Source: an optimization exercise on an open RTL-to-GDS flow (aim: small area). Production flows keep margins and buffers that such runs may drop. The RTL was checked by simulation tests, not by an equivalence proof against the original design. Power figures rest on the tool's default switching activity, not on a simulated workload.

## design/flow/design.v

```verilog
module mips_id_stage #(
  parameter int NREGS = 32,
  parameter int WIDTH = 32
) (
  input  logic             clk,
  input  logic             reset,
  input  logic [31:0]      instruction32,
  input  logic [WIDTH-1:0] writeData,
  input  logic             regDst,
  input  logic             regWrite,
  output logic [WIDTH-1:0] readData1,
  output logic [WIDTH-1:0] readData2,
  output logic [WIDTH-1:0] extImmediate,
  output logic [5:0]       opcode,
  output logic [4:0]       rs,
  output logic [4:0]       rt,
  output logic [4:0]       rd,
  output logic [4:0]       shamt,
  output logic [5:0]       funct,
  output logic [15:0]      immediate,
  output logic [25:0]      address
);
  localparam int AW = $clog2(NREGS);
  logic [31:0]      ir;
  logic [WIDTH-1:0] regs [NREGS];
  logic [AW-1:0]    wa;
  always_ff @(posedge clk) begin
    if (reset) ir <= '0;
    else       ir <= instruction32;
  end
  assign opcode    = ir[31:26];
  assign rs        = ir[25:21];
  assign rt        = ir[20:16];
  assign rd        = ir[15:11];
  assign shamt     = ir[10:6];
  assign funct     = ir[5:0];
  assign immediate = ir[15:0];
  assign address   = ir[25:0];
  assign extImmediate = {{(WIDTH-16){ir[15]}}, ir[15:0]};
  assign wa = regDst ? rd : rt;
  always_ff @(posedge clk) begin
    if (reset) begin
      for (int i = 0; i < NREGS; i++) regs[i] <= '0;
    end else if (regWrite && wa != '0) begin
      regs[wa] <= writeData;
    end
  end
  assign readData1 = (rs == '0) ? '0 : regs[rs];
  assign readData2 = (rt == '0) ? '0 : regs[rt];
endmodule
```

## design/flow/run.sh

```bash
#!/bin/bash
# synth_recipe.tcl (not shown) runs the flow's synth.tcl, then flattens the netlist and writes it again
# the make line also repeats each setting of config.mk as NAME=value (left out here)
make -C /OpenROAD-flow-scripts/flow DESIGN_CONFIG=/design/flow/config.mk WORK_HOME=/design/flow/orfs CLKGATE_MAP_FILE= SYNTH_SCRIPT=/design/flow/synth_recipe.tcl finish
```

## design/flow/config.mk

```make
export PLATFORM = sky130hd
export DESIGN_NAME = mips_id_stage
export DESIGN_NICKNAME = mips_id_stage
export VERILOG_FILES = /design/flow/design.v
export SDC_FILE = /design/flow/constraint.sdc
export NUM_CORES = 4
export LEC_CHECK = 0
export CAP_MARGIN = 20
export CORE_MARGIN = 2
export CORE_UTILIZATION = 40
export SLEW_MARGIN = 20
```

## design/flow/constraint.sdc

```tcl
create_clock -name core_clock -period 8.0 [get_ports {clk}]
set_input_delay 1.6000 -clock core_clock [delete_from_list [all_inputs] [get_ports {clk}]]
set_output_delay 1.6000 -clock core_clock [all_outputs]
set_load 0.01 [all_outputs]
```

==> results_dict.tcl, run 1 <==
set metrics [dict create \
    drive_gt1_frac 0.213 \
    drc_errors 0 \
    rr_endpoint "regs[22][4]$_SDFFCE_PN0P_" \
    drv_cap 0 \
    cp_num_buf_inv 2 \
    synth_cell_types 42 \
    track_usage 0.270 \
    clock.fmax_ghz 0.148 \
    layout_worst_path_cycle_share 0.843 \
    fin_skew_ns 0.0286 \
    worstPathMaxFanout 48 \
    slew_headroom 0.119 \
    pre_cts_ws_ns 2.07 \
    p_clk_frac 0.406 \
    grt_pass1_vias 35296 \
    ir_drop_v 0.000149 \
    cts_max_path_buffers 3 \
    fin_util 0.456 \
    gr-total-overflow 0 \
    setup_ws_ns 1.26 \
    dieArea_mm2 0.143 \
    crit_type "register to output pin" \
    rsz0062_at_grt "false" \
    holdWs_ns 1.29 \
    grt_max_degree 105 \
    cts_tree "done" \
    critical_path_depth 6 \
    power_leakage_nw 22.3 \
    switchingPower_mw 3.28 \
    path_cells "buf_4 > or3_1 > o22ai_1 > a2111oi_0 > a211oi_1 > clkdlybuf4s50_1" \
    avgRoutedWirePerCell_um 33.3 \
    vias 35754 \
    netlist_instances 3808 \
    routabilityCongestion 0.846 \
    worst_path_max_delay_cell "a2111oi_0" \
    setup_violations 0 \
    tightest_slew_ns 1.32 \
    swShare 0.249 \
    ant_nets 0 \
    cpLargestDelayFamily "buffers and inverters" \
    r2r_start "ir[17]$_SDFF_PP0_" \
    power.internal_mw 9.93 \
    synth_area_mm2 0.0560 \
    cts_resized 0 \
    ys_seq_elements 1056 \
    ys_seq_area_frac 0.561 \
    holdPathStages 4 \
    die_h_um 378 \
    pin_count 238 \
    root_buffer "clkbuf_16" \
    synth_warnings 1 \
    status "finished clean" \
    dieWidth_um 378 \
    rows 137 \
    nets 3911 \
    timing.final.crit_period_ns 6.74 \
    hold_viol 0 \
    hold_path.startpoint "ir[11]$_SDFF_PP0_" \
    start_util 0.402 \
    antenna_found_initial 25 \
    grt_pass1_wl_um 272000 \
    drtPass1Iterations 6 \
    wl_um 193000 \
    drtIter0Drc 5036 \
    critPathMaxStageDelay_ns 1.06 \
    syn_to_final_growth_pct 13.6 \
    viasPerCell 6.15 \
    hold_class "register to register" \
    core_area_mm2 0.139 \
    worstHoldEndpoint "regs[3][31]$_SDFFCE_PN0P_" \
    avgSynthCellArea_um2 14.7 \
    cts_setup_buffers 0 \
    rr_worst_depth 7 \
    power_frac_comb 0.113 \
    hpwl_um 114000 \
    crit_path_end_kind "output pin" \
    cts_sinks 1056 \
    tns_ns 0 \
    cp.required_ns 6.40 \
    cp-start-kind "register" \
    seq_power_share 0.481 \
    powerDensity_mw_per_mm2 208 \
    path_clk_slew_ns 0.06 \
    slew_violations 0 \
    htree_levels 3 \
    arrival_ns 5.14 \
    cts_made_buffers 112 \
    reg2reg_setup_slack_ns 3.19 \
    insertion_delay_ns 0.74 \
    hold_buffers 0 \
    portBuffers 237 \
]
## synthesized netlist by cell type, drive strengths merged
cell | instances | area share
edfxtp | 1024 | 0.55
and2 | 1010 | 0.11
mux4 | 401 | 0.16
clkbuf | 291 | 0.020
mux2i | 255 | 0.046
buf | 189 | 0.022
a22oi | 95 | 0.013
nor2b | 70 | 0.0078
a21oi | 56 | 0.0050
a211oi | 50 | 0.0067
o22ai | 48 | 0.0054
nor3 | 42 | 0.0039
mux2 | 35 | 0.0070
dfxtp | 32 | 0.011
or2 | 32 | 0.0036
a2111oi | 31 | 0.0049
a22o | 31 | 0.0049
o221ai | 31 | 0.0049
o32ai | 18 | 0.0028
nor4 | 14 | 0.0021
nor2 | 10 | 0.00067
a31oi | 8 | 0.00089
nand2 | 8 | 0.00054
nand2b | 4 | 0.00045
o32a | 4 | 0.00072
inv | 3 | 0.00020
and3b | 2 | 0.00031
o211ai | 2 | 0.00027
o22a | 2 | 0.00031
or3 | 2 | 0.00022
or3b | 2 | 0.00031
clkinv | 1 | 0.000067
conb | 1 | 0.000067
nand3b | 1 | 0.00013
nor3b | 1 | 0.00013
nor4b | 1 | 0.00016
o21bai | 1 | 0.00013
## worst max path at each step
| stage | slack (ns) | endpoint | startpoint |
|---|---|---|---|
| 6_report | 1.26 | readData2[12] | ir[17]$_SDFF_PP0_ |
| 2_1_floorplan | 4.37 | readData1[1] | ir[22]$_SDFF_PP0_ |
| 3_5_place_dp | 2.07 | readData2[21] | ir[16]$_SDFF_PP0_ |
| 4_1_cts | 1.29 | readData2[21] | ir[16]$_SDFF_PP0_ |
| 5_1_grt | 1.20 | readData2[9] | ir[16]$_SDFF_PP0_ |
| 3_3_place_gp | 1.86 | readData2[18] | ir[16]$_SDFF_PP0_ |
## worst register-to-register path, stage by stage, from the launching register on
cell      delay [ns]
dfxtp_4         0.86
buf_4           0.96
nor3b_1         0.41
o211ai_1        0.38
nor2_4          0.17
buf_4           0.54
or2_2           0.52
buf_4           0.55
## power by group through the flow
stage / logic (mW) / clock network, mW / registers, mW
5_1_grt: 1.54 / 5.62 / 6.37
2_1_floorplan: 0.850 / 0 / 6.39
3_5_place_dp: 1.48 / 0 / 6.46
6_report: 1.49 / 5.37 / 6.35
4_1_cts: 1.48 / 5.41 / 6.35
3_3_place_gp: 1.47 / 0 / 6.46
## through the flow
step	instance area [um^2]	cells	total power, mW
after detailed placement	59900	5605	7.94
after floorplan	56100	3839	7.24
after CTS	63600	5810	13.2
final	63500	5813	13.2
after global placement	59900	5604	7.93
after global routing	63500	5810	13.5
## kinds of logic after synthesis
family	count (synthesis)	synth area share
flip-flops	1056	0.561
other	1	0.0000670
buffers and inverters	484	0.0420
multiplexers	691	0.214
AO/OA/AOI/OAI	377	0.0495
AND/OR/NAND/NOR	1199	0.133
## flip-flops by register name, indices dropped and copies added, names as in the netlist
register,cells
regs,1024
ir,32
## per-layer routing
metal,wire length [um],share of wire,global-route usage
met5,130,0.00067,0
met4,9560,0.049,0.118
met3,20400,0.11,0.0537
met2,86300,0.45,0.408
met1,77000,0.40,0.377
## cells in the final DEF (no fill, tap or decap), types with 8 or more instances in the layout
cell / synthesis / routed
clkbuf_16: 0 / 116
and2_1: 1010 / 1009
a21oi_1: 56 / 56
a211oi_1: 50 / 47
mux4_2: 401 / 401
nor3_1: 40 / 23
conb_1: 1 / 32
clkbuf_1: 291 / 17
o221ai_1: 31 / 31
bufinv_16: 0 / 15
dfxtp_1: 32 / 24
a22o_1: 31 / 31
mux2i_1: 255 / 255
edfxtp_1: 1024 / 1024
a22oi_1: 95 / 95
clkinv_2: 0 / 27
nor2b_1: 70 / 67
nor2_4: 0 / 9
mux2_2: 35 / 35
o22ai_1: 48 / 48
or2_2: 32 / 32
nor3_2: 2 / 17
clkinv_1: 1 / 24
buf_12: 0 / 10
nand2_1: 8 / 8
buf_4: 96 / 124
o32ai_1: 18 / 17
clkdlybuf4s50_1: 0 / 220
a31oi_1: 8 / 8
buf_2: 77 / 16
a2111oi_0: 31 / 16
nor4_1: 9 / 9
a2111oi_1: 0 / 12
## cell type report
class | count | area [um^2]
antenna | 3 | 7.51
clock buffer | 133 | 2970
clock inverter | 72 | 736
fill | 12200 | 75700
inverter | 4 | 15.0
multi-input combinational | 2299 | 22600
sequential | 1056 | 31400
tap | 1876 | 2350
timing repair buffer | 370 | 3410
==> run 2: changes to the inputs <==
--- a/design/flow/design.v
+++ b/design/flow/design.v
@@ -23,6 +23,9 @@
   localparam int AW = $clog2(NREGS);
   logic [31:0]      ir;
-  logic [WIDTH-1:0] regs [NREGS];
+  logic [WIDTH-1:0] regs [1:NREGS-1];
   logic [AW-1:0]    wa;
+  logic [NREGS-1:1] we;
+  logic [WIDTH-1:0] wd;
+  logic [NREGS-1:1] sel1, sel2;
   always_ff @(posedge clk) begin
     if (reset) ir <= '0;
@@ -39,12 +42,56 @@
   assign extImmediate = {{(WIDTH-16){ir[15]}}, ir[15:0]};
   assign wa = regDst ? rd : rt;
-  always_ff @(posedge clk) begin
-    if (reset) begin
-      for (int i = 0; i < NREGS; i++) regs[i] <= '0;
-    end else if (regWrite && wa != '0) begin
-      regs[wa] <= writeData;
+  assign wd = reset ? '0 : writeData;
+  always_comb begin
+    for (int i = 1; i < NREGS; i++) begin
+      we[i]   = reset | (regWrite & (wa == AW'(i)));
+      sel1[i] = (rs == AW'(i));
+      sel2[i] = (rt == AW'(i));
     end
   end
-  assign readData1 = (rs == '0) ? '0 : regs[rs];
-  assign readData2 = (rt == '0) ? '0 : regs[rt];
+  always_ff @(posedge clk) begin
+    for (int i = 1; i < NREGS; i++)
+      if (we[i]) regs[i] <= wd;
+  end
+  for (genvar b = 0; b < WIDTH; b++) begin : g_rd
+    logic [NREGS-1:1] col;
+    for (genvar i = 1; i < NREGS; i++) begin : g_col
+      assign col[i] = regs[i][b];
+    end
+    mips_rf_rdbit #(.N(NREGS-1)) u_rd1 (.sel(sel1), .d(col), .q(readData1[b]));
+    mips_rf_rdbit #(.N(NREGS-1)) u_rd2 (.sel(sel2), .d(col), .q(readData2[b]));
+  end
 endmodule
+module mips_rf_rdbit #(
+  parameter int N = 31
+) (
+  input  logic [N-1:0] sel,
+  input  logic [N-1:0] d,
+  output logic         q
+);
+  localparam int G = N / 3;
+  localparam int R = N - 3 * G;
+  logic [G+R-1:0] n;
+  for (genvar g = 0; g < G; g++) begin : g_grp
+    mips_rf_aoi3 u_aoi (.s(sel[3*g +: 3]), .d(d[3*g +: 3]), .y(n[g]));
+  end
+  for (genvar r = 0; r < R; r++) begin : g_rem
+    assign n[G+r] = ~(sel[3*G+r] & d[3*G+r]);
+  end
+  mips_rf_nand #(.N(G+R)) u_nand (.a(n), .y(q));
+endmodule
+module mips_rf_aoi3 (
+  input  logic [2:0] s,
+  input  logic [2:0] d,
+  output logic       y
+);
+  assign y = ~|(s & d);
+endmodule
+module mips_rf_nand #(
+  parameter int N = 11
+) (
+  input  logic [N-1:0] a,
+  output logic         y
+);
+  assign y = ~&a;
+endmodule
--- a/design/flow/config.mk
+++ b/design/flow/config.mk
@@ -10,2 +10,4 @@
 export CORE_UTILIZATION = 40
 export SLEW_MARGIN = 20
+export SYNTH_HIERARCHICAL = 1
+export SYNTH_MINIMUM_KEEP_SIZE = 0
==> run 2 against run 1 <==
Against the previous run: setup slack gained 0.76 ns; sequential share of layout area grew 14 points; clock skew is 0.0059 ns lower; cell area is 24% lower; cell count shrank 31%; critical path type unchanged; largest power group unchanged.
==> results_dict.tcl, run 2 <==
set metrics [dict create \
    cts_setup_buffers 0 \
    ir_drop_v 0.000163 \
    yosysMostFrequentCell "edfxtp_1" \
    portBuffers 237 \
    viasPerCell 7.48 \
    drive_gt1_frac 0.133 \
    drtPass1Iterations 11 \
    hpwl_um 84000 \
    switchingPower_mw 2.78 \
    synth_area_mm2 0.0405 \
    grt_max_degree 38 \
    slew_violations 0 \
    regMostFlops "regs" \
    drc_errors 0 \
    synth_edf_count 992 \
    yosys.area.top_type "edfxtp_1" \
    drtIter0Drc 8141 \
    power.internal_mw 9.01 \
    largest_reg_flops 992 \
    synth_cell_types 27 \
    htree_levels 3 \
    tns_ns 0 \
    netlist_instances 2289 \
    setup_ws_ns 2.02 \
    final_cell_mix "992 x edfxtp_1, 640 x a222oi_1, 236 x clkdlybuf4s50_1, 128 x nand4_1, 102 x clkbuf_16" \
    hold_class "primary input to register" \
    synth_ff_type "edfxtp_1" \
    wl_um 152000 \
    grt_pass1_wl_um 210000 \
    synth_warnings 8 \
    p_clk_frac 0.376 \
    powerDensity_mw_per_mm2 244 \
    synth_area_leaders "edfxtp_1 74%, a222oi_1 16%, nand4_1 2.0%" \
    timing.final.crit_period_ns 5.98 \
    dieArea_mm2 0.104 \
    swShare 0.236 \
    cp.required_ns 6.40 \
    clock.fmax_ghz 0.167 \
    power_frac_comb 0.079 \
    crit_path_end_kind "output pin" \
    layout_worst_path_cycle_share 0.747 \
    rsz0062_at_grt "false" \
    cts_resized 0 \
    async_flop_share 0 \
    setup_violations 0 \
    track_usage 0.283 \
    cts_sinks 1024 \
    ant_nets 0 \
    holdWs_ns 1.38 \
    cp-start-kind "register" \
    ys_seq_area_frac 0.752 \
    synth_top_area_share 0.736 \
    rows 116 \
    routabilityCongestion 0.884 \
    status "finished clean" \
    hold_buffers 0 \
    drv_cap 0 \
    avgRoutedWirePerCell_um 37.9 \
    arrival_ns 4.38 \
    gr-total-overflow 0 \
    pre_cts_ws_ns 2.84 \
    avgSynthCellArea_um2 17.7 \
    cts_tree "done" \
    nets 2697 \
    tightest_slew_ns 1.22 \
    fin_skew_ns 0.0228 \
    insertion_delay_ns 0.68 \
    worstPathMaxFanout 32 \
    start_util 0.404 \
    ys_seq_elements 1024 \
    root_buffer "clkbuf_16" \
    grt_pass1_vias 29542 \
    power_leakage_nw 16.1 \
    cts_max_path_buffers 3 \
    synth_commonest_cells "992 x edfxtp_1, 640 x a222oi_1, 128 x nand4_1" \
    fillers 8379 \
    seq_power_share 0.545 \
    antenna_found_initial 2 \
    core_area_mm2 0.100 \
    slew_headroom 0.187 \
    path_clk_slew_ns 0.07 \
    cts_made_buffers 101 \
    layout_commonest_cell "edfxtp_1" \
    crit_type "register to output pin" \
    vias 29985 \
    hold_viol 0 \
    die_h_um 322 \
    reg_top3 "regs (992), ir (32)" \
    syn_to_final_growth_pct 19.2 \
    pin_count 238 \
    dieWidth_um 322 \
]
==> run 2: changes by cell type after synthesis, moves of 56 or more <==
cell / previous run / this run
and2_1: 1010 / 1
a222oi_1: 0 / 640
mux4_2: 401 / 0
clkbuf_1: 291 / 18
mux2i_1: 255 / 1
nand4_1: 0 / 128
a22oi_1: 95 / 0
buf_2: 77 / 4
nand3_1: 0 / 68
or3_1: 2 / 68
nand2_1: 8 / 73
a21oi_1: 56 / 0
==> run 2: per-module statistics from Yosys, one instance, submodules excluded, excerpt <==
| module | cells | times used | flops+latches | area [um^2] |
|---|---|---|---|---|
| mips_rf_aoi3 | 1 | 640 | 0 | 10.0 |
| mips_id_stage | 1329 | 1 | 1024 | 32300 |
==> run 2: final timing paths <==
kind	startpoint	endpoint	slack, ns	cells after the start
max	ir[21]$_SDFF_PP0_	readData1[4]	2.02	6
min	reset	ir[16]$_SDFF_PP0_	1.38	2
max reg2reg	ir[18]$_SDFF_PP0_	regs[12][6]$_DFFE_PP_	4.75	4
min reg2reg	ir[11]$_SDFF_PP0_	regs[5][23]$_DFFE_PP_	1.51	4
==> run 2: cell type report <==
type	count	area [um^2]	share of cell area
well taps	1298	1620	0.0337
clock inverters	52	329	0.00682
multi-input cells	1164	9910	0.205
diodes	2	5.00	0.000104
inverters	2	7.51	0.000156
repair buffers	336	3250	0.0674
clock buffers	129	2680	0.0556
flip-flops and latches	1024	30400	0.631
==> run 2: logic make-up (layout without fill, tap and decap cells) <==
logic type,Yosys count,after routing,synth area share
other,0,2,0
flip-flops,1024,1024,0.752
buffers and inverters,101,519,0.0168
multiplexers,2,2,0.000525
AND/OR/NAND/NOR,484,484,0.0645
AO/OA/AOI/OAI,678,678,0.167
==> run 2: per-stage QoR <==
| step | area [um^2] | utilization | power (mW) | instances |
|---|---|---|---|---|
| 6_report | 48200 | 0.482 | 11.8 | 4007 |
| 3_3_place_gp | 44900 | 0.448 | 7.38 | 3816 |
| 3_5_place_dp | 45000 | 0.450 | 7.42 | 3821 |
| 2_1_floorplan | 40500 | - | 6.86 | 2289 |
| 4_1_cts | 48000 | 0.480 | 11.8 | 4002 |
| 5_1_grt | 48200 | 0.482 | 12.1 | 4005 |
==> run 2: worst max-delay path, cell delays in order, from the launching register on <==
cell and delay (ns):
dfxtp_1 0.79, nand2_1 0.37, nor2_4 1.00, a222oi_1 0.27, nand4_1 0.29, or3_1 0.28, clkdlybuf4s50_1 0.66
==> run 2: power by group through the flow <==
stage               Sequential [mW]  Clock (mW)  Combinational, mW
finish                         6.42        4.44              0.929
global route                   6.45        4.66              0.950
CTS                            6.42        4.46              0.896
detailed placement             6.53           0              0.892
global placement               6.50           0              0.878
floorplan                      6.48           0              0.381
==> run 2: routing by layer <==
metal	vias up	global-route usage	wire, um
met2	3027	0.420	65100
li1	11633	-	-
met1	14827	0.369	52500
met3	494	0.0901	24800
met5	-	0	29
met4	4	0.158	9490
==> run 3: changes to the inputs <==
==> design/flow/flow/run.sh (new file) <==
#!/bin/bash
# Standard ORFS layout with two changes made through make variables:
#  - port buffers use the smallest buffer cell (every port still gets one);
#  - clock tree synthesis without dummy loads.
set -euo pipefail
bash standard.sh \
  "BUFFER_PORTS_ARGS=-buffer_cell sky130_fd_sc_hd__buf_1" \
  "CTS_ARGS=-sink_clustering_enable -repair_clock_nets -dont_use_dummy_load -buf_list {sky130_fd_sc_hd__clkbuf_4 sky130_fd_sc_hd__clkbuf_8}" \
  finish > make_finish.log 2>&1
==> design/flow/standard.sh (new file) <==
#!/bin/bash
# synth_recipe.tcl (not shown) runs the flow's synth.tcl, then flattens the netlist and writes it again
# the make line also repeats each setting of config.mk as NAME=value (left out here)
make -C /OpenROAD-flow-scripts/flow DESIGN_CONFIG=/design/flow/config.mk WORK_HOME=/design/flow/orfs CLKGATE_MAP_FILE= SYNTH_SCRIPT=/design/flow/synth_recipe.tcl "${@:-finish}"
--- a/design/flow/config.mk
+++ b/design/flow/config.mk
@@ -8,5 +8,6 @@
 export CAP_MARGIN = 20
 export CORE_MARGIN = 2
-export CORE_UTILIZATION = 40
+export CORE_UTILIZATION = 60
+export CTS_BUF_LIST = sky130_fd_sc_hd__clkbuf_4 sky130_fd_sc_hd__clkbuf_8
 export SLEW_MARGIN = 20
 export SYNTH_HIERARCHICAL = 1
removed: design/flow/run.sh
==> run 3 against run 2 <==
Against the previous run: setup slack gained 0.32 ns; wire length shrank 4.7%; non-clock buffer count grew 2; hold slack lost 0.39 ns; critical path type unchanged.
==> results_dict.tcl, run 3 <==
set metrics [dict create \
    avgSynthCellArea_um2 17.7 \
    ir_drop_v 0.000164 \
    cts_max_path_buffers 3 \
    largest_reg_flops 992 \
    cp.required_ns 6.40 \
    fin_cells 3565 \
    netlist_instances 2289 \
    avgRoutedWirePerCell_um 40.6 \
    placed_area_mm2 0.0432 \
    hold_class "primary input to register" \
    power_leakage_nw 15.2 \
    vias 29944 \
    routabilityCongestion 0.901 \
    regMostFlops "regs" \
    worstPathMaxFanout 17 \
    placed_cells 3391 \
    crit_path_end_kind "output pin" \
    fin_util 0.682 \
    setup_violations 0 \
    start_util 0.604 \
    layout_commonest_cell "edfxtp_1" \
    clock.fmax_ghz 0.177 \
    viasPerCell 8.40 \
    synth_cell_types 27 \
    pre_cts_ws_ns 3.25 \
    r2r_start "ir[15]$_SDFF_PP0_" \
    synth_commonest_cells "992 x edfxtp_1, 640 x a222oi_1, 128 x nand4_1" \
    synth_area_mm2 0.0405 \
    drc_errors 0 \
    yosysMostFrequentCell "edfxtp_1" \
    path_clk_slew_ns 0.06 \
    grt_max_degree 69 \
    ant_nets 0 \
    tns_ns 0 \
    rows 95 \
    slew_headroom 0.163 \
    pin_count 238 \
    startpoint "ir[19]$_SDFF_PP0_" \
    cts_tree "done" \
    hpwl_um 79500 \
    root_buffer "clkbuf_8" \
    synth_warnings 8 \
    antenna_found_initial 2 \
    drv_cap 0 \
    cts_sinks 1024 \
    drtIter0Drc 7822 \
    grt_pass1_wl_um 202000 \
    drive_gt1_frac 0.147 \
    hold_viol 0 \
    rr_worst_depth 4 \
    gr-total-overflow 0 \
    final_cell_mix "992 x edfxtp_1, 640 x a222oi_1, 236 x buf_1, 162 x clkbuf_8, 128 x nand4_1" \
    synth_edf_count 992 \
    status "finished clean" \
    cp-start-kind "register" \
    portBuffers 237 \
    reg2reg_setup_slack_ns 4.76 \
    wl_um 145000 \
    crit_type "register to output pin" \
    worstHoldEndpoint "ir[30]$_SDFF_PP0_" \
    async_flop_share 0 \
    synth_top_area_share 0.736 \
    hold_path.startpoint "instruction32[30]" \
    htree_levels 4 \
    cts_made_buffers 162 \
    grt_pass1_vias 29504 \
    setup_ws_ns 2.34 \
    reg_top3 "regs (992), ir (32)" \
    design_area_mm2 0.0457 \
    dieWidth_um 264 \
    die_h_um 264 \
    nets 2760 \
    powerDensity_mw_per_mm2 236 \
    ys_seq_elements 1024 \
    timing.final.crit_period_ns 5.66 \
    cts_setup_buffers 0 \
    cts_resized 0 \
    dieArea_mm2 0.0696 \
    slew_violations 0 \
    insertion_delay_ns 0.83 \
    arrival_ns 4.06 \
    track_usage 0.408 \
    core_area_mm2 0.0670 \
    layout_worst_path_cycle_share 0.708 \
    holdPathStages 2 \
    yosys.area.top_type "edfxtp_1" \
    ys_seq_area_frac 0.752 \
    synth_area_leaders "edfxtp_1 74%, a222oi_1 16%, nand4_1 2.0%" \
    rr_endpoint "regs[31][10]$_DFFE_PP_" \
    rsz0062_at_grt "false" \
    hold_buffers 0 \
    syn_to_final_growth_pct 13.0 \
    synth_ff_type "edfxtp_1" \
    drtPass1Iterations 12 \
    tightest_slew_ns 1.25 \
    fin_skew_ns 0.0705 \
]
==> run 3: cell counts after synthesis <==
No cell type changed its count.
==> run 3: metal layers <==
metal | GRT usage | vias up | share of wire
li1 | - | 11643 | -
met1 | 0.537 | 14557 | 0.32
met2 | 0.606 | 3193 | 0.44
met3 | 0.124 | 549 | 0.17
met4 | 0.244 | 2 | 0.067
met5 | 0 | - | 0.000035
==> run 3: modules after synthesis (local to each module, per instance), excerpt <==
module         flip-flops and latches  cells  times used  area, um^2
mips_rf_aoi3                        0      1         640        10.0
mips_id_stage                    1024   1329           1       32300
==> run 3: cell families after synthesis <==
group | share of synthesized area
AO/OA/AOI/OAI | 0.167
buffers and inverters | 0.0168
flip-flops | 0.752
multiplexers | 0.000525
AND/OR/NAND/NOR | 0.0645
==> run 3: final cells by class <==
class                           count  area (um^2)
Tap cell                          873         1090
Clock buffer                      162         2230
Fill cell                        4559        21300
Antenna cell                        2         5.00
Timing Repair Buffer              338         2020
Inverter                            2         7.51
Sequential cell                  1024        30400
Multi-Input combinational cell   1164         9960
==> run 3: through the flow <==
step,hold WS (ns),power (mW)
after floorplan,1.22,6.86
after global placement,1.30,7.24
after detailed placement,1.31,7.28
after CTS,0.944,10.8
after global routing,0.975,11.1
final,0.994,10.8
==> run 3: worst max-delay path by stage <==
stage | to
global placement | readData1[22]
detailed placement | readData2[7]
global route | readData2[7]
finish | readData2[9]
floorplan | readData1[0]
CTS | readData2[7]
==> run 3: worst max-delay path, stage by stage, from the launching register on <==
cell and delay (ns):
dfxtp_1 0.40, nand2b_1 0.79, nor2_4 0.34, buf_16 0.28, a222oi_1 0.36, nand4_1 0.45
or3_1 0.50, buf_1 0.13
==> run 3: power by group <==
part	internal, mW	leakage (nW)	switching [mW]
clock network	1.78	1.16	1.80
logic	0.191	3.59	0.610
registers	6.26	10.5	0.165
==> run 4: changes to the inputs <==
--- a/design/flow/design.v
+++ b/design/flow/design.v
@@ -24,6 +24,7 @@
   logic [31:0]      ir;
   logic [WIDTH-1:0] regs [1:NREGS-1];
+  logic [WIDTH-1:0] regs_d [1:NREGS-1];
   logic [AW-1:0]    wa;
-  logic [NREGS-1:1] we;
+  logic [NREGS-1:1] we, we_n;
   logic [WIDTH-1:0] wd;
   logic [NREGS-1:1] sel1, sel2;
@@ -46,11 +47,18 @@
     for (int i = 1; i < NREGS; i++) begin
       we[i]   = reset | (regWrite & (wa == AW'(i)));
+      we_n[i] = ~we[i];
       sel1[i] = (rs == AW'(i));
       sel2[i] = (rt == AW'(i));
     end
   end
+  for (genvar i = 1; i < NREGS; i++) begin : g_reg
+    for (genvar b = 0; b < WIDTH; b++) begin : g_bit
+      mips_rf_wbit u_w (
+        .we(we[i]), .we_n(we_n[i]), .wd(wd[b]), .q(regs[i][b]), .d(regs_d[i][b])
+      );
+    end
+  end
   always_ff @(posedge clk) begin
-    for (int i = 1; i < NREGS; i++)
-      if (we[i]) regs[i] <= wd;
+    for (int i = 1; i < NREGS; i++) regs[i] <= regs_d[i];
   end
   for (genvar b = 0; b < WIDTH; b++) begin : g_rd
@@ -62,4 +70,13 @@
     mips_rf_rdbit #(.N(NREGS-1)) u_rd2 (.sel(sel2), .d(col), .q(readData2[b]));
   end
+endmodule
+module mips_rf_wbit (
+  input  logic we,
+  input  logic we_n,
+  input  logic wd,
+  input  logic q,
+  output logic d
+);
+  assign d = (we & wd) | (we_n & q);
 endmodule
 module mips_rf_rdbit #(
==> design/flow/flow/run.sh (replaced) <==
#!/bin/bash
# Standard ORFS layout (the standard.sh, standard synthesis) with two
# changes passed as make variables:
#  - port buffers use the smallest buffer cell (every port still gets one);
#  - clock tree synthesis with smaller clock buffers and no dummy loads.
set -euo pipefail
bash standard.sh \
  "BUFFER_PORTS_ARGS=-buffer_cell sky130_fd_sc_hd__buf_1" \
  "CTS_ARGS=-sink_clustering_enable -repair_clock_nets -dont_use_dummy_load -buf_list sky130_fd_sc_hd__clkbuf_8 -sink_clustering_size 16 -sink_clustering_max_diameter 50" \
  finish > make_finish.log 2>&1
--- a/design/flow/config.mk
+++ b/design/flow/config.mk
@@ -8,6 +8,5 @@
 export CAP_MARGIN = 20
 export CORE_MARGIN = 2
-export CORE_UTILIZATION = 60
-export CTS_BUF_LIST = sky130_fd_sc_hd__clkbuf_4 sky130_fd_sc_hd__clkbuf_8
+export CORE_UTILIZATION = 50
 export SLEW_MARGIN = 20
 export SYNTH_HIERARCHICAL = 1
==> run 4 against run 3 <==
Against the previous run: still clean; clock power shrank 17%; area after synthesis shrank 2.2%; sequential power shrank 8.4%; register-to-register slack lost 0.21 ns; power shrank 5.6%; flip-flop and latch count is the same; highest routed layer unchanged; largest power group unchanged.
==> results_dict.tcl, run 4 <==
set metrics [dict create \
    status "finished clean" \
    cts_resized 0 \
    tightest_slew_ns 1.38 \
    cp_num_buf_inv 2 \
    ys_seq_elements 1024 \
    path_clk_slew_ns 0.06 \
    regMostFlops "regs" \
    cts_sinks 1024 \
    reg2reg_setup_slack_ns 4.55 \
    grt_max_degree 64 \
    arrival_ns 4.35 \
    htree_levels 3 \
    avgSynthCellArea_um2 11.9 \
    ys_seq_area_frac 0.518 \
    slew_headroom 0.0789 \
    vias 40221 \
    grt_pass1_vias 38871 \
    synth_area_leaders "dfxtp_1 52%, a22o_1 22%, a222oi_1 16%" \
    pin_count 238 \
    hold_class "register to register" \
    clock.fmax_ghz 0.168 \
    syn_to_final_growth_pct 13.7 \
    layout_commonest_cell "dfxtp_1" \
    synth_edf_count 0 \
    dieWidth_um 285 \
    cpLargestDelayFamily "simple AND/OR/NAND/NOR gates" \
    drtPass1Iterations 12 \
    critPathMaxStageDelay_ns 0.72 \
    synth_commonest_cells "1024 x dfxtp_1, 992 x a22o_1, 640 x a222oi_1" \
    synth_area_mm2 0.0396 \
    drv_cap 0 \
    track_usage 0.448 \
    cts_max_path_buffers 3 \
    cts_setup_buffers 0 \
    cts_tree "done" \
    grt_pass1_wl_um 270000 \
    largest_reg_flops 992 \
    gr-total-overflow 0 \
    synth_ff_type "dfxtp_1" \
    power_leakage_nw 16.7 \
    hold_buffers 0 \
    synth_warnings 10 \
    hold_viol 0 \
    die_h_um 285 \
    routabilityCongestion 0.908 \
    hpwl_um 110000 \
    crit_type "register to output pin" \
    synth_cell_types 29 \
    wl_um 192000 \
    rsz0062_at_grt "false" \
    netlist_instances 3327 \
    powerDensity_mw_per_mm2 227 \
    cts_made_buffers 108 \
    ant_nets 0 \
    crit_path_end_kind "output pin" \
    path_cells "nand2b_1 > nor2_2 > buf_4 > a222oi_1 > nand4_1 > or3_1 > buf_1" \
    portBuffers 237 \
    nets 3758 \
    tns_ns 0 \
    avgRoutedWirePerCell_um 40.4 \
    ir_drop_v 0.000137 \
    antenna_found_initial 15 \
    drc_errors 0 \
    holdWs_ns 0.499 \
    worst_path_max_delay_cell "nand2b_1" \
    start_util 0.503 \
    cp.required_ns 6.40 \
    layout_worst_path_cycle_share 0.743 \
    drtIter0Drc 9185 \
    fin_skew_ns 0.0969 \
    rows 103 \
    worstPathMaxFanout 20 \
    yosys.area.top_type "dfxtp_1" \
    drive_gt1_frac 0.111 \
    viasPerCell 8.47 \
    final_cell_mix "1024 x dfxtp_1, 992 x a22o_1, 640 x a222oi_1, 236 x buf_1, 128 x nand4_1" \
    reg_top3 "regs (992), ir (32)" \
    synth_top_area_share 0.518 \
    yosysMostFrequentCell "dfxtp_1" \
    insertion_delay_ns 0.79 \
    async_flop_share 0 \
    core_area_mm2 0.0787 \
    timing.final.crit_period_ns 5.95 \
    setup_violations 0 \
    root_buffer "clkbuf_8" \
    cp-start-kind "register" \
    slew_violations 0 \
    fillers 6617 \
    dieArea_mm2 0.0814 \
]
run 4: final timing paths:
kind                        startpoint  cells after the start                   end
setup / recovery     ir[19]$_SDFF_PP0_                      7         readData2[23]
hold / removal    regs[13][18]$_DFF_P_                      1  regs[13][18]$_DFF_P_
setup reg to reg     ir[18]$_SDFF_PP0_                      5   regs[25][5]$_DFF_P_
hold reg to reg   regs[13][18]$_DFF_P_                      1  regs[13][18]$_DFF_P_
run 4: worst reg2reg max path, cell delays in order, from the launching register on:
cell and delay, ns:
dfxtp_1 0.39, nand2b_1 0.62, o22ai_4 0.85, a31o_2 0.88
buf_4 0.47, a22o_1 0.22
run 4: power by group:
part	switching (mW)	total [mW]	internal (mW)
Clock	1.77	2.96	1.19
Sequential	0.361	5.89	5.53
Combinational	0.855	1.35	0.490
Total	2.99	10.2	7.21
run 4: area by class of cell:
type / instances / area, um^2 / share of cell area
antenna: 11 / 27.5 / 0.000612
tap: 1050 / 1310 / 0.0292
inverter: 2 / 7.51 / 0.000167
clock buffer: 108 / 1490 / 0.0330
multi-input combinational: 2187 / 19400 / 0.431
timing repair buffer: 367 / 2260 / 0.0503
sequential: 1024 / 20500 / 0.456
run 4: Yosys stat by module (local to each module, per instance), a selection:
module	cells inside	area (um^2)	flip-flops and latches	times used
mips_id_stage	1375	22700	1024	1
mips_rf_aoi3	1	10.0	0	640
mips_rf_wbit	1	8.76	0	992
run 4: cells by family (layout without fill, tap and decap cells):
kind of cell | count (synthesis) | in the layout | share of synthesized area
compound gates | 1701 | 1701 | 0.396
flops | 1024 | 1024 | 0.518
simple gates | 484 | 484 | 0.0661
buf+inv | 116 | 477 | 0.0197
mux | 2 | 2 | 0.000632
other cells | 0 | 11 | 0
run 4: stage by stage:
stage	worst slack [ns]	cells	instance area (um^2)	power, mW	util
floorplan	3.37	3327	39600	6.65	-
global placement	3.10	4605	42800	7.17	0.544
detailed placement	2.96	4620	43200	7.26	0.548
CTS	2.32	4728	44700	10.1	0.567
global route	2.05	4741	45000	10.5	0.571
finish	2.05	4749	45000	10.2	0.571
run 4: layer usage:
layer	GRT usage	part of all wire	vias up
met1	0.547	0.35	19553
met4	0.335	0.084	8
met3	0.167	0.15	924
met2	0.641	0.41	3942
met5	0	0.00034	-
li1	-	-	15794
==> run 5: changes to the inputs <==
--- a/design/flow/design.v
+++ b/design/flow/design.v
@@ -43,12 +43,27 @@
   assign extImmediate = {{(WIDTH-16){ir[15]}}, ir[15:0]};
   assign wa = regDst ? rd : rt;
-  assign wd = reset ? '0 : writeData;
+  logic reset_n;
+  assign reset_n = ~reset;
+  for (genvar b = 0; b < WIDTH; b++) begin : g_wd
+    mips_rf_and2 u_wd (.a(writeData[b]), .b(reset_n), .y(wd[b]));
+  end
+  logic [3:0] rs_lo, rt_lo, wa_lo;
+  logic [7:0] rs_hi, rt_hi, wa_hi;
   always_comb begin
-    for (int i = 1; i < NREGS; i++) begin
-      we[i]   = reset | (regWrite & (wa == AW'(i)));
-      we_n[i] = ~we[i];
-      sel1[i] = (rs == AW'(i));
-      sel2[i] = (rt == AW'(i));
+    for (int k = 0; k < 4; k++) begin
+      rs_lo[k] = (rs[1:0] == 2'(k));
+      rt_lo[k] = (rt[1:0] == 2'(k));
+      wa_lo[k] = regWrite & (wa[1:0] == 2'(k));
     end
+    for (int k = 0; k < 8; k++) begin
+      rs_hi[k] = (rs[4:2] == 3'(k));
+      rt_hi[k] = (rt[4:2] == 3'(k));
+      wa_hi[k] = (wa[4:2] == 3'(k));
+    end
+  end
+  for (genvar i = 1; i < NREGS; i++) begin : g_dec
+    mips_rf_and2 u_s1 (.a(rs_lo[i%4]), .b(rs_hi[i/4]), .y(sel1[i]));
+    mips_rf_and2 u_s2 (.a(rt_lo[i%4]), .b(rt_hi[i/4]), .y(sel2[i]));
+    mips_rf_we   u_we (.a(wa_lo[i%4]), .b(wa_hi[i/4]), .r(reset), .we(we[i]), .we_n(we_n[i]));
   end
   for (genvar i = 1; i < NREGS; i++) begin : g_reg
@@ -113,2 +128,19 @@
   assign y = ~&a;
 endmodule
+module mips_rf_and2 (
+  input  logic a,
+  input  logic b,
+  output logic y
+);
+  assign y = a & b;
+endmodule
+module mips_rf_we (
+  input  logic a,
+  input  logic b,
+  input  logic r,
+  output logic we,
+  output logic we_n
+);
+  assign we   = r | (a & b);
+  assign we_n = ~(r | (a & b));
+endmodule
--- a/design/flow/flow/run.sh
+++ b/design/flow/flow/run.sh
@@ -7,4 +7,4 @@
 bash standard.sh \
   "BUFFER_PORTS_ARGS=-buffer_cell sky130_fd_sc_hd__buf_1" \
-  "CTS_ARGS=-sink_clustering_enable -repair_clock_nets -dont_use_dummy_load -buf_list sky130_fd_sc_hd__clkbuf_8 -sink_clustering_size 16 -sink_clustering_max_diameter 50" \
+  "CTS_ARGS=-sink_clustering_enable -repair_clock_nets -dont_use_dummy_load -buf_list sky130_fd_sc_hd__clkbuf_4 -sink_clustering_size 10 -sink_clustering_max_diameter 40" \
   finish > make_finish.log 2>&1
--- a/design/flow/config.mk
+++ b/design/flow/config.mk
@@ -8,5 +8,5 @@
 export CAP_MARGIN = 20
 export CORE_MARGIN = 2
-export CORE_UTILIZATION = 50
+export CORE_UTILIZATION = 65
 export SLEW_MARGIN = 20
 export SYNTH_HIERARCHICAL = 1
==> run 5 against run 4 <==
Against the previous run: sequential share of layout area is 1.4 points higher; non-clock buffer count is 23 higher; combinational power hardly changed; maximum frequency hardly changed; synthesized cell count is 0.90% lower; cell count is 4.5% lower; hold slack better by 0.0042 ns; sequential power hardly changed; wire length is 4.4% lower; clock power is 16% lower; highest routed layer unchanged.
==> results_dict.tcl, run 5 <==
set metrics [dict create \
    path_clk_slew_ns 0.10 \
    grt_pass1_vias 38770 \
    routabilityCongestion 1.00 \
    dieArea_mm2 0.0627 \
    synth_area_mm2 0.0395 \
    cts_setup_buffers 0 \
    crit_type "register to output pin" \
    cts_sinks 1024 \
    track_usage 0.556 \
    synth_edf_count 0 \
    dieWidth_um 250 \
    hold_path.startpoint "regs[31][9]$_DFF_P_" \
    grt_pass1_wl_um 260000 \
    powerDensity_mw_per_mm2 223 \
    avgRoutedWirePerCell_um 40.4 \
    cpLargestDelayFamily "simple AND/OR/NAND/NOR gates" \
    nets 3812 \
    synth_cell_types 28 \
    ant_nets 0 \
    timing.final.crit_period_ns 5.94 \
    fin_util 0.724 \
    synth_ff_type "dfxtp_1" \
    r2r_start "ir[15]$_SDFF_PP0_" \
    cts_made_buffers 136 \
    status "finished clean" \
    setup_violations 0 \
    reg2reg_setup_slack_ns 4.32 \
    antenna_found_initial 25 \
    cts_tree "done" \
    start_util 0.655 \
    gr-total-overflow 0 \
    arrival_ns 4.34 \
    crit_path_end_kind "output pin" \
    syn_to_final_growth_pct 10.5 \
    totalPowerFinal_mw 9.73 \
    synth_warnings 10 \
    tightest_slew_ns 1.23 \
    synth_area_leaders "dfxtp_1 52%, a22o_1 22%, a222oi_1 16%" \
    htree_levels 4 \
    synth_commonest_cells "1024 x dfxtp_1, 992 x a22o_1, 640 x a222oi_1" \
    tns_ns 0 \
    rr_endpoint "regs[24][4]$_DFF_P_" \
    hold_buffers 0 \
    critPathMaxStageDelay_ns 0.94 \
    setup_ws_ns 2.06 \
    cts_max_path_buffers 3 \
    power_leakage_nw 16.8 \
    layout_worst_path_cycle_share 0.743 \
    wl_um 183000 \
    cts_resized 0 \
    pin_count 238 \
    drtPass1Iterations 15 \
    pre_cts_ws_ns 3.13 \
    drive_gt1_frac 0.0906 \
    layout_commonest_cell "dfxtp_1" \
    holdWs_ns 0.504 \
    rr_worst_depth 5 \
    die_h_um 250 \
    holdPathStages 1 \
    portBuffers 237 \
    worstHoldEndpoint "regs[31][9]$_DFF_P_" \
    worstPathMaxFanout 17 \
    ys_seq_elements 1024 \
    ir_drop_v 0.000151 \
    netlist_instances 3297 \
    rows 90 \
    synth_top_area_share 0.519 \
    hold_class "register to register" \
    hold_viol 0 \
    hpwl_um 108000 \
    root_buffer "clkbuf_4" \
    vias 41581 \
    insertion_delay_ns 1.06 \
    final_cell_mix "1024 x dfxtp_1, 992 x a22o_1, 640 x a222oi_1, 236 x buf_1, 140 x buf_4" \
    cp-start-kind "register" \
    slew_violations 0 \
    yosys.area.top_type "dfxtp_1" \
    ys_seq_area_frac 0.519 \
    rsz0062_at_grt "false" \
    path_cells "nor2b_1 > and2_1 > buf_4 > a222oi_1 > nand4_1 > or3_1 > buf_1" \
    yosysMostFrequentCell "dfxtp_1" \
    clock.fmax_ghz 0.168 \
    startpoint "ir[21]$_SDFF_PP0_" \
    slew_headroom 0.177 \
    avgSynthCellArea_um2 12.0 \
    grt_max_degree 95 \
    drv_cap 0 \
    core_area_mm2 0.0602 \
    cp_num_buf_inv 2 \
    async_flop_share 0 \
    regMostFlops "regs" \
    largest_reg_flops 992 \
    fin_skew_ns 0.0673 \
    cp.required_ns 6.40 \
    worst_path_max_delay_cell "and2_1" \
    fillers 4299 \
    viasPerCell 9.16 \
    drc_errors 0 \
    reg_top3 "regs (992), ir (32)" \
    drtIter0Drc 11489 \
]
-- run 5: worst reg2reg max path, cell delays in order, from the launching register on --
cell	delay, ns
dfxtp_1	0.93
mux2i_1	0.40
nor3_2	0.98
a21o_1	0.62
buf_4	0.44
a22o_1	0.23
-- run 5: how the worst max path moves through the flow --
stage,to,cells after the start
6_report,readData1[13],7
5_1_grt,readData1[31],7
4_1_cts,readData1[31],7
3_5_place_dp,regs[3][2]$_DFF_P_,5
3_3_place_gp,regs[1][5]$_DFF_P_,5
2_1_floorplan,regs[11][0]$_DFF_P_,5
-- run 5: logic make-up (layout without fill, tap and decap cells) --
family | count (synthesis) | count (layout) | synth area share
other | 0 | 13 | 0
buffers and inverters | 82 | 527 | 0.0151
AND/OR/NAND/NOR | 487 | 487 | 0.0712
multiplexers | 6 | 6 | 0.00162
AO/OA/AOI/OAI | 1698 | 1698 | 0.393
flip-flops | 1024 | 1024 | 0.519
-- run 5: area by class of cell --
cell class                      count  area (um^2)  share of cell area
Sequential cell                  1024        20500               0.470
Multi-Input combinational cell   2191        18800               0.431
Timing Repair Buffer              390         2290              0.0526
Clock buffer                      136         1020              0.0234
Tap cell                          782          978              0.0224
Antenna cell                       13         32.5            0.000746
Inverter                            1         3.75           0.0000860
-- run 5: Yosys stat by module (local to each module, per instance), excerpt --
module         flip-flops and latches  cells inside  cell area [um^2]  copies in the design
mips_rf_and2                        0             1              6.26                    94
mips_rf_we                          0             2              12.5                    31
mips_rf_aoi3                        0             1              10.0                   640
mips_id_stage                    1024          1189             21600                     1
mips_rf_wbit                        0             1              8.76                   992
-- run 5: through the flow --
stage          cell area [um^2]  instances
4_1_cts                   43400       4519
3_5_place_dp              42400       4383
6_report                  43600       4537
2_1_floorplan             39500       3297
5_1_grt                   43600       4528
3_3_place_gp              42200       4376
-- run 5: where the power goes --
group | internal (mW) | switching, mW
Combinational | 0.487 | 0.848
Sequential | 5.53 | 0.371
Clock | 0.783 | 1.71
-- run 5: routing by layer --
layer	wire length, um	vias up	global-route usage
li1	-	15859	-
met1	58400	19675	0.668
met2	71700	4701	0.760
met3	34900	1320	0.271
met4	18000	26	0.425
met5	241	-	0
==> run 6: changes to the inputs <==
--- a/design/flow/flow/run.sh
+++ b/design/flow/flow/run.sh
@@ -7,4 +7,4 @@
 bash standard.sh \
   "BUFFER_PORTS_ARGS=-buffer_cell sky130_fd_sc_hd__buf_1" \
-  "CTS_ARGS=-sink_clustering_enable -repair_clock_nets -dont_use_dummy_load -buf_list sky130_fd_sc_hd__clkbuf_4 -sink_clustering_size 10 -sink_clustering_max_diameter 40" \
+  "CTS_ARGS=-sink_clustering_enable -repair_clock_nets -dont_use_dummy_load -buf_list sky130_fd_sc_hd__clkbuf_4 -sink_clustering_size 8 -sink_clustering_max_diameter 40" \
   finish > make_finish.log 2>&1
--- a/design/flow/config.mk
+++ b/design/flow/config.mk
@@ -6,8 +6,8 @@
 export NUM_CORES = 4
 export LEC_CHECK = 0
-export CAP_MARGIN = 20
+export CAP_MARGIN = 10
 export CORE_MARGIN = 2
 export CORE_UTILIZATION = 65
-export SLEW_MARGIN = 20
+export SLEW_MARGIN = 10
 export SYNTH_HIERARCHICAL = 1
 export SYNTH_MINIMUM_KEEP_SIZE = 0
==> run 6 against run 5 <==
Against the previous run: clock power is 4% higher; cell area is 0.30% lower; non-clock buffer count is 7 lower; clock skew is 0.0088 ns lower; power is 1.0% higher; critical endpoint is now readData2[7]; largest power group unchanged.
==> results_dict.tcl, run 6 <==
set metrics [dict create \
    worstHoldEndpoint "regs[8][7]$_DFF_P_" \
    yosysMostFrequentCell "dfxtp_1" \
    cts_setup_buffers 0 \
    hold_path.startpoint "regs[8][7]$_DFF_P_" \
    powerDensity_mw_per_mm2 226 \
    worst_path_max_delay_cell "nand4_1" \
    start_util 0.655 \
    drv_cap 0 \
    regArea_mm2 0.0205 \
    clock.fmax_ghz 0.166 \
    viasPerCell 9.12 \
    cp_num_buf_inv 2 \
    drive_gt1_frac 0.0912 \
    cp-start-kind "register" \
    insertion_delay_ns 1.06 \
    status "finished clean" \
    root_buffer "clkbuf_4" \
    routabilityCongestion 1.00 \
    critPathMaxStageDelay_ns 0.76 \
    path_clk_slew_ns 0.10 \
    grt_max_degree 95 \
    htree_levels 4 \
    regMostFlops "regs" \
    synth_top_area_share 0.519 \
    layout_worst_path_cycle_share 0.751 \
    reg2reg_setup_slack_ns 4.35 \
    gr-total-overflow 0 \
    ys_seq_area_frac 0.519 \
    drtPass1Iterations 15 \
    slew_violations 0 \
    core_area_mm2 0.0602 \
    rr_endpoint "regs[25][19]$_DFF_P_" \
    hold_buffers 0 \
    rr_worst_depth 4 \
    portBuffers 237 \
    nets 3819 \
    grt_pass1_wl_um 261000 \
    placed_area_mm2 0.0422 \
    netlist_instances 3297 \
    tns_ns 0 \
    cpLargestDelayFamily "simple AND/OR/NAND/NOR gates" \
    synth_ff_type "dfxtp_1" \
    vias 41439 \
    setup_violations 0 \
    cts_made_buffers 150 \
    design_area_mm2 0.0435 \
    layout_commonest_cell "dfxtp_1" \
    holdWs_ns 0.504 \
    dieArea_mm2 0.0627 \
    antenna_found_initial 27 \
    largest_reg_flops 992 \
    cts_tree "done" \
    yosys.area.top_type "dfxtp_1" \
    reg_top3 "regs (992), ir (32)" \
    ir_drop_v 0.000189 \
    cts_resized 0 \
    slew_headroom 0.0641 \
    totalPowerFinal_mw 9.83 \
    multiInputGateArea_mm2 0.0188 \
    async_flop_share 0 \
    synth_commonest_cells "1024 x dfxtp_1, 992 x a22o_1, 640 x a222oi_1" \
    dieWidth_um 250 \
    fin_skew_ns 0.0584 \
    r2r_start "ir[15]$_SDFF_PP0_" \
    die_h_um 250 \
    hold_class "register to register" \
    tightest_slew_ns 1.40 \
    crit_path_end_kind "output pin" \
    synth_cell_types 28 \
    synth_area_mm2 0.0395 \
    worstPathMaxFanout 32 \
    rsz0062_at_grt "false" \
    cts_sinks 1024 \
    drc_errors 0 \
    grt_pass1_vias 39097 \
    ys_seq_elements 1024 \
    fillers 4317 \
    cp.required_ns 6.40 \
    hold_viol 0 \
    wl_um 183000 \
    hpwl_um 106000 \
    track_usage 0.557 \
    rows 90 \
    synth_area_leaders "dfxtp_1 52%, a22o_1 22%, a222oi_1 16%" \
    synth_edf_count 0 \
    syn_to_final_growth_pct 10.2 \
    cts_max_path_buffers 3 \
    pin_count 238 \
    final_cell_mix "1024 x dfxtp_1, 992 x a22o_1, 640 x a222oi_1, 236 x buf_1, 151 x clkbuf_4" \
    drtIter0Drc 11888 \
    crit_type "register to output pin" \
    synth_warnings 10 \
    holdPathStages 1 \
    ant_nets 0 \
    arrival_ns 4.41 \
    avgRoutedWirePerCell_um 40.4 \
    avgSynthCellArea_um2 12.0 \
    power_leakage_nw 16.8 \
    fin_util 0.722 \
    timing.final.crit_period_ns 6.01 \
    path_cells "and3b_1 > and2_1 > buf_4 > a222oi_1 > nand4_1 > or3_1 > buf_1" \
]
run 6: cell families after synthesis:
logic type	after synthesis	share of synthesized area
DFF	1024	0.519
buffers and inverters	82	0.0151
muxes	6	0.00162
AOI/OAI and AO/OA	1698	0.393
and+or+nand+nor	487	0.0712
run 6: how the worst max path moves through the flow:
| stage | from | depth (start not counted) | endpoint | slack (ns) |
|---|---|---|---|---|
| final | ir[20]$_SDFF_PP0_ | 7 | readData2[7] | 1.99 |
| after global routing | ir[17]$_SDFF_PP0_ | 7 | readData2[19] | 1.97 |
| after CTS | ir[25]$_SDFF_PP0_ | 7 | readData1[13] | 2.31 |
| after floorplan | regDst | 5 | regs[11][0]$_DFF_P_ | 4.01 |
| after global placement | regDst | 5 | regs[1][5]$_DFF_P_ | 3.27 |
| after detailed placement | regDst | 5 | regs[2][0]$_DFF_P_ | 3.12 |
run 6: worst reg2reg max path, cell delays in order (launching register included):
cell     delay [ns]
dfxtp_1        0.93
mux2i_1        0.35
nor3_2         0.96
a21o_1         1.05
a22o_1         0.30
run 6: report_power, final:
part | internal (mW) | total, mW | switching (mW)
combinational | 0.475 | 1.32 | 0.848
clock | 0.861 | 2.61 | 1.75
sequential | 5.53 | 5.90 | 0.369
total | 6.86 | 9.83 | 2.97
run 6: through the flow:
stage	instances	setup WS, ns
floorplan	3297	4.01
global placement	4376	3.27
detailed placement	4376	3.12
CTS	4526	2.31
global route	4535	1.97
finish	4542	1.99
run 6: cell type report:
class	instances	area share
Clock buffer	150	0.0259
Timing Repair Buffer	383	0.0478
Sequential cell	1024	0.471
Inverter	1	0.0000863
Antenna cell	11	0.000633
Multi-Input combinational cell	2191	0.432
Tap cell	782	0.0225
run 6: Yosys stat by module (local to each module, per instance), excerpt:
| module | area, um^2 | copies in the design | flops+latches |
|---|---|---|---|
| mips_rf_and2 | 6.26 | 94 | 0 |
| mips_rf_wbit | 8.76 | 992 | 0 |
| mips_rf_we | 12.5 | 31 | 0 |
| mips_rf_aoi3 | 10.0 | 640 | 0 |
| mips_id_stage | 21600 | 1 | 1024 |
run 6: layer usage:
metal / vias to the layer above / global-route usage / wire length, um / part of all wire
met4: 26 / 0.433 / 18300 / 0.10
met3: 1301 / 0.268 / 34500 / 0.19
met1: 19490 / 0.670 / 59100 / 0.32
met5: - / 0.00618 / 198 / 0.0011
met2: 4746 / 0.757 / 71200 / 0.39
li1: 15876 / - / - / -
==> run 7: changes to the inputs <==
--- a/design/flow/design.v
+++ b/design/flow/design.v
@@ -111,5 +111,10 @@
     assign n[G+r] = ~(sel[3*G+r] & d[3*G+r]);
   end
-  mips_rf_nand #(.N(G+R)) u_nand (.a(n), .y(q));
+  logic [1:0] x;
+  logic       y;
+  mips_rf_nand #(.N(4)) u_x0 (.a(n[3:0]), .y(x[0]));
+  mips_rf_nand #(.N(4)) u_x1 (.a(n[7:4]), .y(x[1]));
+  mips_rf_nor2          u_y  (.a(x[0]), .b(x[1]), .y(y));
+  mips_rf_nand #(.N(4)) u_q  (.a({y, n[10:8]}), .y(q));
 endmodule
 module mips_rf_aoi3 (
@@ -127,4 +132,11 @@
 );
   assign y = ~&a;
+endmodule
+module mips_rf_nor2 (
+  input  logic a,
+  input  logic b,
+  output logic y
+);
+  assign y = ~(a | b);
 endmodule
 module mips_rf_and2 (
--- a/design/flow/config.mk
+++ b/design/flow/config.mk
@@ -8,5 +8,5 @@
 export CAP_MARGIN = 10
 export CORE_MARGIN = 2
-export CORE_UTILIZATION = 65
+export CORE_UTILIZATION = 55
 export SLEW_MARGIN = 10
 export SYNTH_HIERARCHICAL = 1
==> run 7 against run 6 <==
Against the previous run: clock power increased by 2%; clock-buffer cell count increased by 7; critical path depth increased by 1; sequential power about the same; highest routed layer unchanged.
==> results_dict.tcl, run 7 <==
set metrics [dict create \
    critPathMaxStageDelay_ns 0.66 \
    yosys.area.top_type "dfxtp_1" \
    clock.fmax_ghz 0.170 \
    path_clk_slew_ns 0.10 \
    vias 40492 \
    wl_um 182000 \
    dieArea_mm2 0.0738 \
    grt_pass1_vias 39279 \
    status "finished clean" \
    crit_type "register to output pin" \
    powerDensity_mw_per_mm2 227 \
    drtIter0Drc 10075 \
    hold_buffers 0 \
    ys_seq_area_frac 0.520 \
    core_area_mm2 0.0712 \
    slew_headroom 0.179 \
    rows 98 \
    pin_count 238 \
    rsz0062_at_grt "false" \
    routabilityCongestion 0.940 \
    cp.required_ns 6.40 \
    viasPerCell 8.57 \
    grt_max_degree 54 \
    synth_commonest_cells "1024 x dfxtp_1, 992 x a22o_1, 640 x a222oi_1" \
    htree_levels 4 \
    tightest_slew_ns 1.23 \
    antenna_found_initial 7 \
    final_cell_mix "1024 x dfxtp_1, 992 x a22o_1, 640 x a222oi_1, 236 x buf_1, 192 x nand4_1" \
    setup_ws_ns 2.11 \
    insertion_delay_ns 1.08 \
    arrival_ns 4.29 \
    synth_area_mm2 0.0394 \
    worstPathMaxFanout 24 \
    cts_tree "done" \
    synth_top_area_share 0.520 \
    root_buffer "clkbuf_4" \
    cts_resized 0 \
    hpwl_um 97300 \
    ant_nets 0 \
    synth_cell_types 27 \
    track_usage 0.468 \
    power_leakage_nw 16.4 \
    drv_cap 0 \
    cts_sinks 1024 \
    ir_drop_v 0.000136 \
    reg2reg_setup_slack_ns 5.03 \
    cp-start-kind "register" \
    synth_warnings 10 \
    critical_path.most_common_cell "nand4_1" \
    nets 3835 \
    drc_errors 0 \
    dieWidth_um 272 \
    layout_commonest_cell "dfxtp_1" \
    cts_made_buffers 157 \
    hold_viol 0 \
    layout_worst_path_cycle_share 0.737 \
    regMostFlops "regs" \
    die_h_um 272 \
    timing.final.crit_period_ns 5.89 \
    crit_path_end_kind "output pin" \
    async_flop_share 0 \
    grt_pass1_wl_um 258000 \
    avgRoutedWirePerCell_um 38.5 \
    synth_edf_count 0 \
    worst_path_max_delay_cell "nor2_1" \
    synth_ff_type "dfxtp_1" \
    slew_violations 0 \
    tns_ns 0 \
    netlist_instances 3297 \
    pre_cts_ws_ns 3.45 \
    ys_seq_elements 1024 \
    start_util 0.553 \
    drtPass1Iterations 15 \
    yosysMostFrequentCell "dfxtp_1" \
    fin_util 0.613 \
    cts_max_path_buffers 3 \
    cts_setup_buffers 0 \
    drive_gt1_frac 0.0956 \
    synth_area_leaders "dfxtp_1 52%, a22o_1 22%, a222oi_1 16%" \
    gr-total-overflow 0 \
    syn_to_final_growth_pct 10.8 \
    path_cells "nor3b_1 > and2_1 > buf_4 > a222oi_1 > nand4_1 > nor2_1 > nand4_1 > buf_1" \
    setup_violations 0 \
    avgSynthCellArea_um2 12.0 \
    fin_skew_ns 0.0873 \
    reg_top3 "regs (992), ir (32)" \
    hold_class "register to register" \
    portBuffers 237 \
    largest_reg_flops 992 \
]
==> run 7: changes by cell type in the layout (fill, tap and decap cells not counted), sizes merged <==
cell	change
buf	+9
clkbuf	+7
diode	-3
nand3	-64
nand4	+64
nor2	+64
or3	-64
==> run 7: area by class of cell <==
cell class	instances	area (um^2)
Antenna cell	8	20.0
Clock buffer	157	1180
Fill cell	5944	27600
Inverter	1	3.75
Multi-Input combinational cell	2191	18700
Sequential cell	1024	20500
Tap cell	950	1190
Timing Repair Buffer	392	2060
==> run 7: final timing paths <==
path / startpoint / to / cells after the start
setup / recovery: ir[18]$_SDFF_PP0_ / readData2[2] / 8
hold / removal: regs[26][10]$_DFF_P_ / regs[26][10]$_DFF_P_ / 1
setup reg to reg: ir[15]$_SDFF_PP0_ / regs[29][30]$_DFF_P_ / 5
hold reg to reg: regs[26][10]$_DFF_P_ / regs[26][10]$_DFF_P_ / 1
==> run 7: kinds of logic (layout without fill, tap and decap cells) <==
kind of cell,Yosys count,count (layout),share of synthesized area
AO/OA/AOI/OAI,1698,1698,0.394
flip-flops,1024,1024,0.520
AND/OR/NAND/NOR,487,487,0.0693
buffers and inverters,82,550,0.0151
multiplexers,6,6,0.00162
other,0,8,0
==> run 7: per-stage QoR <==
stage                     area (um^2)  instances  hold WS (ns)  power, mW
after floorplan                 39400       3297         0.460       6.63
after global placement          42400       4558         0.472       7.16
after detailed placement        42400       4558         0.477       7.23
after CTS                       43600       4715         0.500       9.77
after global routing            43600       4718         0.514       10.1
final                           43600       4723         0.501       9.89
==> run 7: metal layers <==
metal	global-route usage	up-vias	wire (um)
met5	0	-	92
met4	0.279	8	12900
met3	0.197	1043	31500
met2	0.683	4088	75300
li1	-	15921	-
met1	0.575	19432	62000
==> run 7: power by group <==
part           switching, mW  internal [mW]  total, mW  leakage (nW)
clock                   1.77          0.899       2.67         0.722
sequential             0.355           5.53       5.88          8.51
combinational          0.863          0.474       1.34          7.21
==> run 7: Yosys stat by module (local to each module, per instance), a selection <==
module | cells | flip-flops and latches
mips_rf_nor2 | 1 | 0
mips_rf_and2 | 1 | 0
mips_rf_aoi3 | 1 | 0
mips_id_stage | 1189 | 1024
mips_rf_we | 2 | 0
mips_rf_wbit | 1 | 0
==> run 7: critical path, delay by kind of cell, from the launching register on <==
family	cells	cell delay [ns]
flops	1	0.56
buf+inv	2	0.55
simple gates	5	1.72
compound gates	1	0.41

==> separate check: timing with driven ports <==
The results above use ideal ports. As a check the final layouts listed here were re-extracted and re-timed, cells and wires unchanged. Step 1 sets driving cells, clkbuf_16 on the clock port and buf_2 on the other inputs (assumed; they add their load-dependent delay and slew). Step 2 adds t to the input delays and takes it off the output delays; t is the mean of the earliest and latest rising clock arrival at the registers after step 1. Input paths then give back, and output paths get back, about the clock's delay inside the block. Three values: no drivers, after step 1, after step 2; two values: the first two.
run	shift t [ns]	setup slack, ns	worst setup path after step 2	clock arrival spread, ns
run 1	0.803	1.259 / 1.182 / 1.985	register to output	0.031 / 0.031
run 2	0.736	2.021 / 1.954 / 2.690	register to output	0.032 / 0.032
run 3	0.856	2.339 / 2.276 / 3.132	register to output	0.071 / 0.070
run 4	0.815	2.054 / 1.981 / 2.781	input to register	0.100 / 0.100
run 5	1.086	2.059 / 1.995 / 3.025	input to register	0.079 / 0.078
run 6	1.079	1.989 / 1.929 / 2.903	input to register	0.087 / 0.087
run 7	1.102	2.106 / 2.034 / 3.136	register to output	0.099 / 0.099
After both steps every run listed still meets setup and hold.
